What follows belongs to an exercise in optimizing a design on an open flow for small area, a short achievable clock period and few clock cycles per item; a production flow would make more cautious choices. Function was checked by simulation only, so behaviour that the tests miss may differ from the original. Power and IR drop assume default switching activity.

==> flow/design.v <==
package instr_mem_pkg;
  typedef enum logic {
    CLEAR = 1'b0,
    RUN   = 1'b1
  } state_t;
  localparam int FAULT_W        = 2;
  localparam int FAULT_MISALIGN = 0;
  localparam int FAULT_RANGE    = 1;
endpackage
module instr_mem_array #(
  parameter int XLEN  = 32,
  parameter int DEPTH = 64
) (
  input  logic             i_clk,
  input  logic [DEPTH-1:0] i_we_row,
  input  logic [XLEN-1:0]  i_wdata,
  input  logic [DEPTH-1:0] i_rsel,
  output logic [XLEN-1:0]  o_rdata_lo,
  output logic [XLEN-1:0]  o_rdata_hi
);
  logic [XLEN-1:0] r_mem [DEPTH];
  always_ff @(posedge i_clk) begin
    for (int i = 0; i < DEPTH; i++) begin
      if (i_we_row[i]) begin
        r_mem[i] <= i_wdata;
      end
    end
  end
  always_comb begin
    o_rdata_lo = '0;
    o_rdata_hi = '0;
    for (int i = 0; i < DEPTH / 2; i++) begin
      o_rdata_lo = o_rdata_lo | (r_mem[i] & {XLEN{i_rsel[i]}});
      o_rdata_hi = o_rdata_hi | (r_mem[i + DEPTH / 2] & {XLEN{i_rsel[i + DEPTH / 2]}});
    end
  end
endmodule
module instr_mem_ctrl #(
  parameter int XLEN   = 32,
  parameter int DEPTH  = 64,
  parameter int ADDR_W = 32,
  localparam int IDX_W = $clog2(DEPTH)
) (
  input  logic               i_clk,
  input  logic               i_rst,
  input  logic               i_clear,
  output logic               o_busy,
  input  logic               i_req_valid,
  output logic               o_req_ready,
  input  logic [ADDR_W-1:0]  i_req_addr,
  output logic               o_rsp_valid,
  input  logic               i_rsp_ready,
  output logic [XLEN-1:0]    o_rsp_instr,
  output logic [instr_mem_pkg::FAULT_W-1:0] o_rsp_fault,
  input  logic               i_wr_en,
  input  logic [ADDR_W-1:0]  i_wr_addr,
  input  logic [XLEN-1:0]    i_wr_data
);
  localparam int RSP_W = XLEN + instr_mem_pkg::FAULT_W;
  localparam int FN    = 3;            
  localparam int CAP   = FN + 1;       
  logic                 r_busy;
  logic                 r_busy_port;
  logic                 r_ready;
  logic [2:0]           r_inflight;    
  logic                 r_we;
  logic [IDX_W-1:0]     r_widx;
  logic [XLEN-1:0]      r_wdata;
  logic [DEPTH-1:0]     w_we_row;
  logic                 r_sel_valid;
  logic [DEPTH-1:0]     r_rsel;
  logic [instr_mem_pkg::FAULT_W-1:0] r_sel_fault;
  logic                 r_rd_valid;
  logic [instr_mem_pkg::FAULT_W-1:0] r_rd_fault;
  logic [XLEN-1:0]      r_rd_lo;
  logic [XLEN-1:0]      r_rd_hi;
  logic                 r_out_valid;
  logic                 r_out_valid_port;
  logic [RSP_W-1:0]     r_out;
  logic [RSP_W-1:0]     r_fifo [FN];
  logic [1:0]           r_head;
  logic [1:0]           r_tail;
  logic                 r_fifo_any;
  logic [1:0]           r_fifo_cnt;
  logic                 w_req_misalign;
  logic                 w_req_range;
  logic                 w_wr_range;
  logic                 w_wr_go;
  logic                 w_clear_go;
  logic                 w_start;
  logic                 w_busy_next;
  logic                 w_req_fire;
  logic                 w_rsp_fire;
  logic                 w_shift;
  logic                 w_pop;
  logic                 w_push;
  logic [1:0]           w_fifo_cnt_next;
  logic [2:0]           w_inflight_next;
  logic                 w_unused;
  logic [XLEN-1:0]      w_rdata_lo;
  logic [XLEN-1:0]      w_rdata_hi;
  logic [RSP_W-1:0]     w_rd;
  assign w_req_misalign = |i_req_addr[1:0];
  assign w_req_range    = |i_req_addr[ADDR_W-1:IDX_W+2];
  assign w_wr_range     = |i_wr_addr[ADDR_W-1:IDX_W+2];
  assign w_unused       = ^i_wr_addr[1:0];
  assign w_clear_go  = !r_busy && i_clear;
  assign w_start     = i_rst || w_clear_go;
  assign w_busy_next = w_start || (r_busy && (r_widx != IDX_W'(DEPTH - 1)));
  assign w_wr_go     = i_wr_en && !w_wr_range && !r_busy && !i_clear && !i_rst;
  always_ff @(posedge i_clk) begin
    r_busy      <= w_busy_next;
    r_busy_port <= w_busy_next;
    r_we        <= w_busy_next || w_wr_go;
    if (w_start) begin
      r_widx <= '0;
    end else if (r_busy) begin
      r_widx <= r_widx + 1'b1;
    end else begin
      r_widx <= i_wr_addr[IDX_W+1:2];
    end
    r_wdata <= w_busy_next ? '0 : i_wr_data;
  end
  always_comb begin
    for (int i = 0; i < DEPTH; i++) begin
      w_we_row[i] = r_we && (r_widx == IDX_W'(i));
    end
  end
  assign w_req_fire = i_req_valid && r_ready;
  assign w_rsp_fire = r_out_valid && i_rsp_ready;
  always_ff @(posedge i_clk) begin
    r_sel_valid <= w_req_fire && !w_start;
    r_sel_fault <= {w_req_range, w_req_misalign};
    for (int i = 0; i < DEPTH; i++) begin
      r_rsel[i] <= (i_req_addr[IDX_W+1:2] == IDX_W'(i)) && !w_req_misalign && !w_req_range;
    end
    r_rd_valid <= r_sel_valid && !w_start;
    r_rd_fault <= r_sel_fault;
    r_rd_lo    <= w_rdata_lo;
    r_rd_hi    <= w_rdata_hi;
  end
  instr_mem_array #(
    .XLEN  (XLEN),
    .DEPTH (DEPTH)
  ) u_array (
    .i_clk      (i_clk),
    .i_we_row   (w_we_row),
    .i_wdata    (r_wdata),
    .i_rsel     (r_rsel),
    .o_rdata_lo (w_rdata_lo),
    .o_rdata_hi (w_rdata_hi)
  );
  assign w_rd = {r_rd_fault, r_rd_lo | r_rd_hi};
  assign w_shift = !r_out_valid || i_rsp_ready;
  assign w_pop   = w_shift && r_fifo_any;
  assign w_push  = r_rd_valid && (!w_shift || r_fifo_any);
  assign w_fifo_cnt_next = r_fifo_cnt + 2'(w_push) - 2'(w_pop);
  assign w_inflight_next = r_inflight + 3'(w_req_fire) - 3'(w_rsp_fire);
  always_ff @(posedge i_clk) begin
    if (w_start) begin
      r_out_valid      <= 1'b0;
      r_out_valid_port <= 1'b0;
      r_head           <= '0;
      r_tail           <= '0;
      r_fifo_cnt       <= '0;
      r_fifo_any       <= 1'b0;
      r_inflight       <= '0;
      r_ready          <= 1'b0;
    end else begin
      if (w_shift) begin
        r_out_valid      <= r_fifo_any || r_rd_valid;
        r_out_valid_port <= r_fifo_any || r_rd_valid;
      end
      if (w_pop)  r_head <= (r_head == 2'(FN - 1)) ? '0 : r_head + 1'b1;
      if (w_push) r_tail <= (r_tail == 2'(FN - 1)) ? '0 : r_tail + 1'b1;
      r_fifo_cnt <= w_fifo_cnt_next;
      r_fifo_any <= (w_fifo_cnt_next != '0);
      r_inflight <= w_inflight_next;
      r_ready    <= !w_busy_next && (w_inflight_next < 3'(CAP));
    end
  end
  always_ff @(posedge i_clk) begin
    if (w_shift) begin
      r_out <= r_fifo_any ? r_fifo[r_head] : w_rd;
    end
    for (int k = 0; k < FN; k++) begin
      if (r_rd_valid && r_tail == 2'(k)) begin
        r_fifo[k] <= w_rd;
      end
    end
  end
  assign o_busy      = r_busy_port;
  assign o_req_ready = r_ready;
  assign o_rsp_valid = r_out_valid_port;
  assign o_rsp_fault = r_out[XLEN +: instr_mem_pkg::FAULT_W];
  assign o_rsp_instr = r_out[XLEN-1:0];
endmodule
==> flow/run.sh <==
#!/bin/bash
# synth_recipe.tcl (not shown) runs the flow's synth.tcl, then flattens the netlist and writes it again
# the make line also repeats each setting of config.mk as NAME=value (left out here)
make -C /OpenROAD-flow-scripts/flow DESIGN_CONFIG=/design/flow/config.mk WORK_HOME=/design/flow/orfs CLKGATE_MAP_FILE= SYNTH_SCRIPT=/design/flow/synth_recipe.tcl finish
==> flow/config.mk <==
export PLATFORM = sky130hd
export DESIGN_NAME = instr_mem_ctrl
export DESIGN_NICKNAME = instr_mem_ctrl
export VERILOG_FILES = /design/flow/design.v
export SDC_FILE = /design/flow/constraint.sdc
export NUM_CORES = 4
export LEC_CHECK = 0
export CAP_MARGIN = 20
export CORE_MARGIN = 2
export CORE_UTILIZATION = 60
export CTS_CLUSTER_DIAMETER = 100
export CTS_CLUSTER_SIZE = 30
export SETUP_SLACK_MARGIN = 1.9
export SLEW_MARGIN = 20
export TNS_END_PERCENT = 100
==> flow/constraint.sdc <==
create_clock -name core_clock -period 4.0 [get_ports {i_clk}]
set_input_delay 0.8000 -clock core_clock [delete_from_list [all_inputs] [get_ports {i_clk}]]
set_output_delay 0.8000 -clock core_clock [all_outputs]
set_load 0.01 [all_outputs]
==> flow_metrics.tcl, run 1 <==
set metrics [dict create \
    slew_headroom 0.222 \
    start_kind "flop" \
    area_delta_synth_final_pct 10.5 \
    crit_fanout 18 \
    p_per_area_nw_per_um2 425 \
    crit_type "reg -> reg" \
    netlist_area_sq_um 82800 \
    grt_max_degree 70 \
    synthArstFlopShare 0 \
    yosysWarnings 4 \
    core_area_sq_um 137000 \
    synth_edf_count 2184 \
    wirelength_mm 270 \
    numPortBuffers 136 \
    layout.nets 4802 \
    p_seq_frac 0.687 \
    dieHeight_microns 376 \
    fin_crit_sh 0.533 \
    crit_required_ns 4.58 \
    drc_errors 0 \
    finalHoldViolations 0 \
    p_switching_w 0.00747 \
    leakage_nw 24.5 \
    yosys.cell_types.count 44 \
    fmax_ghz 0.469 \
    final_common_cell "edfxtp_1" \
    comb_power_share 0.009 \
    htreeDepth 3 \
    hold_path.class "reg -> reg" \
    clock_sinks 2370 \
    r2r-start "r_rsel[1]" \
    min_path_cells 0 \
    wl_per_cell_microns 41.1 \
    start_util 0.603 \
    syn_nets 4584 \
    setup_viol 0 \
    rows 136 \
    antenna_found_initial 11 \
    finalCriticalPeriod_ns 2.13 \
    hold_start "r_sel_fault[1]" \
    crit_arrival_ns 2.72 \
    num_io_pins 139 \
    tns_ns 0 \
    fillCellCount 9227 \
    clkPwrFrac 0.304 \
    firstDrtPassIters 6 \
    rsz0062_at_grt "yes" \
    worst_pin_slew_ns 1.17 \
    maxCapViolCount 0 \
    report.final.slew_viol_count 0 \
    track_usage 0.378 \
    p_int_w 0.0315 \
    synth_flop_cell "edfxtp_1" \
    crit_path_end_kind "flop" \
    worstSkewPairLatency_ns 0.74 \
    vias 47998 \
    die_width_microns 376 \
    power_w 0.0389 \
    routed_via_density 7.31 \
    hold_path_end "r_rd_fault[1]" \
    drive_gt1_frac 0.130 \
    cts_hold_buf 0 \
    grt_pass1_vias 44278 \
    yosysSeqAreaShare 0.837 \
    ant_nets 0 \
    grt_pass1_wl_mm 361 \
    skew_ns 0.0366 \
    dr.first_iter.drc_count 8982 \
    switching_share 0.192 \
    clk_pin_slew_ns 0.11 \
    cts_tree "done" \
    syn_inst 4469 \
    syn_avg_cell_area_sq_um 18.5 \
    gp_congestion 0.818 \
    synth_seq_cells 2370 \
    reg2regPathDepth 4 \
    layout_common_cells "edfxtp_1, a22oi_1, nand4_1" \
    vdd_ir_drop_max_v 0.000379 \
    status "finished clean" \
    dp_hpwl_mm 139 \
    grt.overflow.total 0 \
    numCtsBuffers 89 \
    dieArea_sq_um 141000 \
    rrSetupSlack_ns 1.87 \
    clk_path_buf_depth 3 \
    reg2reg_to "r_rd_lo[8]" \
    cts_root_buf "clkbuf_16" \
]
power by group through the flow:
| stage | Sequential, W | Clock [W] | Combinational (W) |
|---|---|---|---|
| finish | 0.0267 | 0.0118 | 0.000360 |
| global route | 0.0268 | 0.0126 | 0.000367 |
| CTS | 0.0268 | 0.0118 | 0.000346 |
| detailed placement | 0.0273 | 0 | 0.000321 |
| global placement | 0.0273 | 0 | 0.000319 |
| floorplan | 0.0273 | 0 | 0.0000990 |
worst max path at each step:
stage / startpoint / endpoint / slack, ns / depth (start not counted)
6_report: r_rsel[1] / r_rd_lo[8] / 1.87 / 4
5_1_grt: r_out[27] / o_rsp_instr[27] / 1.81 / 1
4_1_cts: r_out[27] / o_rsp_instr[27] / 1.81 / 1
3_5_place_dp: i_rsp_ready / r_fifo_any / 0.87 / 10
3_3_place_gp: i_rsp_ready / r_fifo_any / 0.90 / 10
2_1_floorplan: i_rsp_ready / r_fifo_any / 1.18 / 11
final cells by class:
class | instances | area [sq um] | share of cell area
clock buffer | 164 | 2650 | 0.0289
timing repair buffer | 371 | 3760 | 0.0411
sequential | 2370 | 69500 | 0.760
clock inverter | 3 | 56.3 | 0.000615
inverter | 11 | 45.0 | 0.000492
tap | 1794 | 2240 | 0.0245
antenna | 8 | 20.0 | 0.000219
multi-input combinational | 1844 | 13200 | 0.144
metrics by stage:
stage	instance area (sq um)	cells	setup slack [ns]	utilization	hold WS, ns
final	91500	6565	1.87	0.666	0.350
after floorplan	83100	4469	1.18	-	0.310
after CTS	91200	6551	1.81	0.664	0.363
after global routing	91500	6561	1.81	0.666	0.354
after global placement	87500	6327	0.903	0.637	0.346
after detailed placement	87600	6329	0.867	0.638	0.341
cells in the mapped netlist, drive strengths merged (12+ instances only):
cell type	number	area [sq um]
dfxtp	186	3720
nand2	62	233
nor4	12	75.1
nor2	111	419
buf	17	119
ha	12	150
nand3	17	90.1
a22oi	1058	7940
or4	64	480
or2	33	206
nand4	258	1610
edfxtp	2184	65600
clkbuf	227	853
o21ai	37	185
nor3	65	365
and3	34	213
a21oi	42	210
cell families after synthesis:
logic type / Yosys count / synth area share
fa+ha+maj: 13 / 0.00205
flops: 2370 / 0.837
xor+xnor: 8 / 0.000846
compound gates: 1140 / 0.101
simple gates: 679 / 0.0466
buf+inv: 255 / 0.0122
mux: 4 / 0.000514
registers in the layout (all words and copies together), names as in the netlist, 2 cells and up:
name,flops
r_rsel,64
r_fifo_cnt,2
r_tail,2
r_head,2
r_rd_hi,32
r_fifo,102
r_out,34
r_rd_lo,32
u_array.r_mem,2048
r_inflight,3
r_widx,6
r_sel_fault,2
r_wdata,32
r_rd_fault,2
critical path: stages (launching register included):
cell,delay (ns)
dfxtp_2,0.54
buf_4,0.36
a22oi_1,0.22
nand4_1,0.15
or4_1,0.67
routing by layer:
layer / global-route usage / part of all wire / vias up
met4: 0.126 / 0.037 / 18
met1: 0.552 / 0.38 / 24969
li1: - / - / 18974
met3: 0.102 / 0.14 / 458
met5: 0 / 0.00055 / -
met2: 0.561 / 0.45 / 3579
repair_timing:
action,4_1_cts,5_1_grt
pin swaps,25,8
setup endpoints to repair,2028,1456
gates resized for setup,280,46
buffers inserted,55,6
Testbench counts, summed over its fixed seeds: cycles 24,024, items 24,000.
==> inputs of run 2 (changes only) <==
--- a/flow/config.mk
+++ b/flow/config.mk
@@ -7,9 +7,9 @@
 export LEC_CHECK = 0
 export CAP_MARGIN = 20
 export CORE_MARGIN = 2
-export CORE_UTILIZATION = 60
+export CORE_UTILIZATION = 70
 export CTS_CLUSTER_DIAMETER = 100
 export CTS_CLUSTER_SIZE = 30
-export SETUP_SLACK_MARGIN = 1.9
+export SETUP_SLACK_MARGIN = 2.1
 export SLEW_MARGIN = 20
 export TNS_END_PERCENT = 100
==> run 2 against run 1 <==
Largest cell class unchanged. Sequential power is essentially flat. Clock-buffer cell count shrank 4. Global-route usage grew 5.6 points. Critical endpoint is now o_rsp_valid. Final area grew 1.5%. Clock power shrank 4%.
==> flow_metrics.tcl, run 2 <==
set metrics [dict create \
    num_io_pins 139 \
    hold_path.class "reg -> reg" \
    antenna_found_initial 6 \
    clk_path_buf_depth 3 \
    start_util 0.703 \
    final_common_cell "edfxtp_1" \
    track_usage 0.434 \
    syn_nets 4584 \
    biggestRegsByFlops "u_array.r_mem: 2048 flops, r_fifo: 102 flops, r_rsel: 64 flops" \
    yosysSeqAreaShare 0.837 \
    rrSetupSlack_ns 1.95 \
    ant_nets 0 \
    yosysWarnings 4 \
    htreeDepth 3 \
    yosysTopAreaCellShare 0.792 \
    reg2reg_to "r_ready" \
    r2r-start "r_out_valid_port" \
    wl_per_cell_microns 42.4 \
    yosysMostFrequentCell "edfxtp_1" \
    ys_top_cells_by_area "edfxtp_1, a22oi_1, dfxtp_1" \
    hold_path_end "r_rd_fault[1]" \
    layout.nets 4878 \
    yosysTopAreaCell "edfxtp_1" \
    yosys.cell_types.count 44 \
    leakage_nw 25.1 \
    dr.first_iter.drc_count 11002 \
    grt_pass1_wl_mm 356 \
    crit_required_ns 3.20 \
    dieArea_sq_um 121000 \
    worst_pin_slew_ns 1.18 \
    synthArstFlopShare 0 \
    rsz0062_at_grt "yes" \
    start_kind "flop" \
    synth_edf_count 2184 \
    fin_crit_sh 0.526 \
    firstDrtPassIters 9 \
    cts_hold_buf 0 \
    min_path_cells 0 \
    synth_seq_cells 2370 \
    p_per_area_nw_per_um2 414 \
    dp_hpwl_mm 131 \
    netlist_area_sq_um 82800 \
    postLayoutCellArea_sq_um 92900 \
    status "finished clean" \
    setup_viol 0 \
    crit_path_end_kind "primary output" \
    finalCriticalPeriod_ns 2.10 \
    maxCapViolCount 0 \
    core_area_sq_um 118000 \
    hold_start "r_sel_fault[1]" \
    drc_errors 0 \
    numPortBuffers 136 \
    cts_root_buf "clkbuf_16" \
    clk_pin_slew_ns 0.11 \
    dieHeight_microns 348 \
    cts_tree "done" \
    skew_ns 0.0317 \
    report.final.slew_viol_count 0 \
    vdd_ir_drop_max_v 0.000380 \
    reg2regPathDepth 10 \
    synth_top_cells_by_count "edfxtp_1, a22oi_1, nand4_1, clkbuf_1, dfxtp_1" \
    grt_pass1_vias 45763 \
    vias 49871 \
    rows 126 \
    slew_headroom 0.216 \
    worstSkewPairLatency_ns 0.73 \
    grt_max_degree 66 \
    finalHoldViolations 0 \
    numCtsBuffers 88 \
    regMostFlops "u_array.r_mem" \
    layout_common_cells "edfxtp_1, a22oi_1, nand4_1" \
    gp_congestion 0.844 \
    area_delta_synth_final_pct 12.2 \
    clock_sinks 2370 \
    tns_ns 0 \
    power_w 0.0385 \
    crit_fanout 3 \
    syn_avg_cell_area_sq_um 18.5 \
    drive_gt1_frac 0.150 \
    syn_inst 4469 \
    dp_slack_ns 0.737 \
    largest_reg_flops 2048 \
    routed_via_density 7.83 \
    crit_arrival_ns 1.30 \
    dpl_cell_area_sq_um 87100 \
    fmax_ghz 0.475 \
    grt.overflow.total 0 \
    crit_type "reg -> out" \
    fin_ws_ns 1.90 \
    die_width_microns 348 \
    wirelength_mm 270 \
    synth_flop_cell "edfxtp_1" \
]
run 2: kinds of logic after synthesis:
group                    count (synthesis)  share of synthesized area
adder cells (fa/ha/maj)                 13                    0.00205
AO/OA/AOI/OAI                         1140                      0.101
flip-flops                            2370                      0.837
multiplexers                             4                   0.000514
AND/OR/NAND/NOR                        679                     0.0466
buffers and inverters                  255                     0.0122
XOR/XNOR                                 8                   0.000846
run 2: routing by layer:
| layer | track usage | part of all wire | vias to the layer above |
|---|---|---|---|
| li1 | - | - | 19124 |
| met1 | 0.610 | 0.32 | 24747 |
| met2 | 0.639 | 0.44 | 5263 |
| met3 | 0.152 | 0.19 | 727 |
| met4 | 0.165 | 0.047 | 10 |
| met5 | 0 | 0.00084 | - |
run 2: through the flow:
stage,util,hold slack [ns],instances
floorplan,-,0.310,4469
global placement,0.739,0.310,6051
detailed placement,0.739,0.326,6052
CTS,0.777,0.351,6305
global route,0.789,0.351,6369
finish,0.789,0.349,6372
run 2: worst max-delay path by stage:
| stage | slack [ns] | cells past startpoint | start | to |
|---|---|---|---|---|
| final | 1.90 | 2 | r_out_valid_port | o_rsp_valid |
| after global routing | 1.87 | 2 | r_out_valid_port | o_rsp_valid |
| after CTS | 1.81 | 1 | r_busy_port | o_busy |
| after detailed placement | 0.74 | 10 | i_rsp_ready | r_ready |
| after global placement | 0.68 | 10 | i_rsp_ready | r_ready |
| after floorplan | 1.18 | 11 | i_rsp_ready | r_fifo_any |
run 2: area by class of cell:
class                           instances  area, sq um
Sequential cell                      2370        69600
Fill cell                            6088        24900
Multi-Input combinational cell       1846        13400
Timing Repair Buffer                  446         5420
Clock buffer                          160         2490
Tap cell                             1536         1920
Inverter                               11         47.5
Antenna cell                            3         7.51
run 2: report_power, final:
| group | leakage [nW] | switching, W | internal [W] |
|---|---|---|---|
| Clock | 1.18 | 0.00705 | 0.00429 |
| Sequential | 17.4 | 0.0000397 | 0.0267 |
| Combinational | 6.45 | 0.000246 | 0.000146 |
| Total | 25.1 | 0.00733 | 0.0311 |
run 2: critical path: stages, from the launching register on:
cell and delay [ns]:
dfxtp_2 0.36, buf_6 0.11, buf_6 0.11
run 2: timing repair:
item,4_1_cts,5_1_grt
pin swaps,29,22
setup buffers,89,42
resized for setup,423,118
gates cloned,4,22
endpoints found under the setup margin,2188,1824

-- port drivers added, routing unchanged --
Ports are ideal in the flow. The routed layouts listed here were re-timed in OpenROAD. Step 1 assumes that a clkbuf_16 drives the clock port and a buf_2 every other input. Step 2 times the ports against the registers' clock, not the clock port: input delays grow and output delays shrink by t, the midpoint of the rising clock arrivals with the driver on. a / b / c = no drivers / after step 1 / after step 2; a / b = the first two.
run | shift t [ns] | slack for setup (ns) | latest minus earliest clock arrival (ns) | worst register clock-pin slew, ns
run 1 | 0.813 | 1.866 / 1.792 / 1.230 | 0.056 / 0.056 | 0.12 / 0.12
run 2 | 0.806 | 1.896 / 1.812 / 1.309 | 0.038 / 0.038 | 0.12 / 0.12
After both steps every run listed still meets setup and hold. For run 1, which loses most, drivers alone change the setup slack by -0.074 ns; drivers and shift together by -0.636 ns.
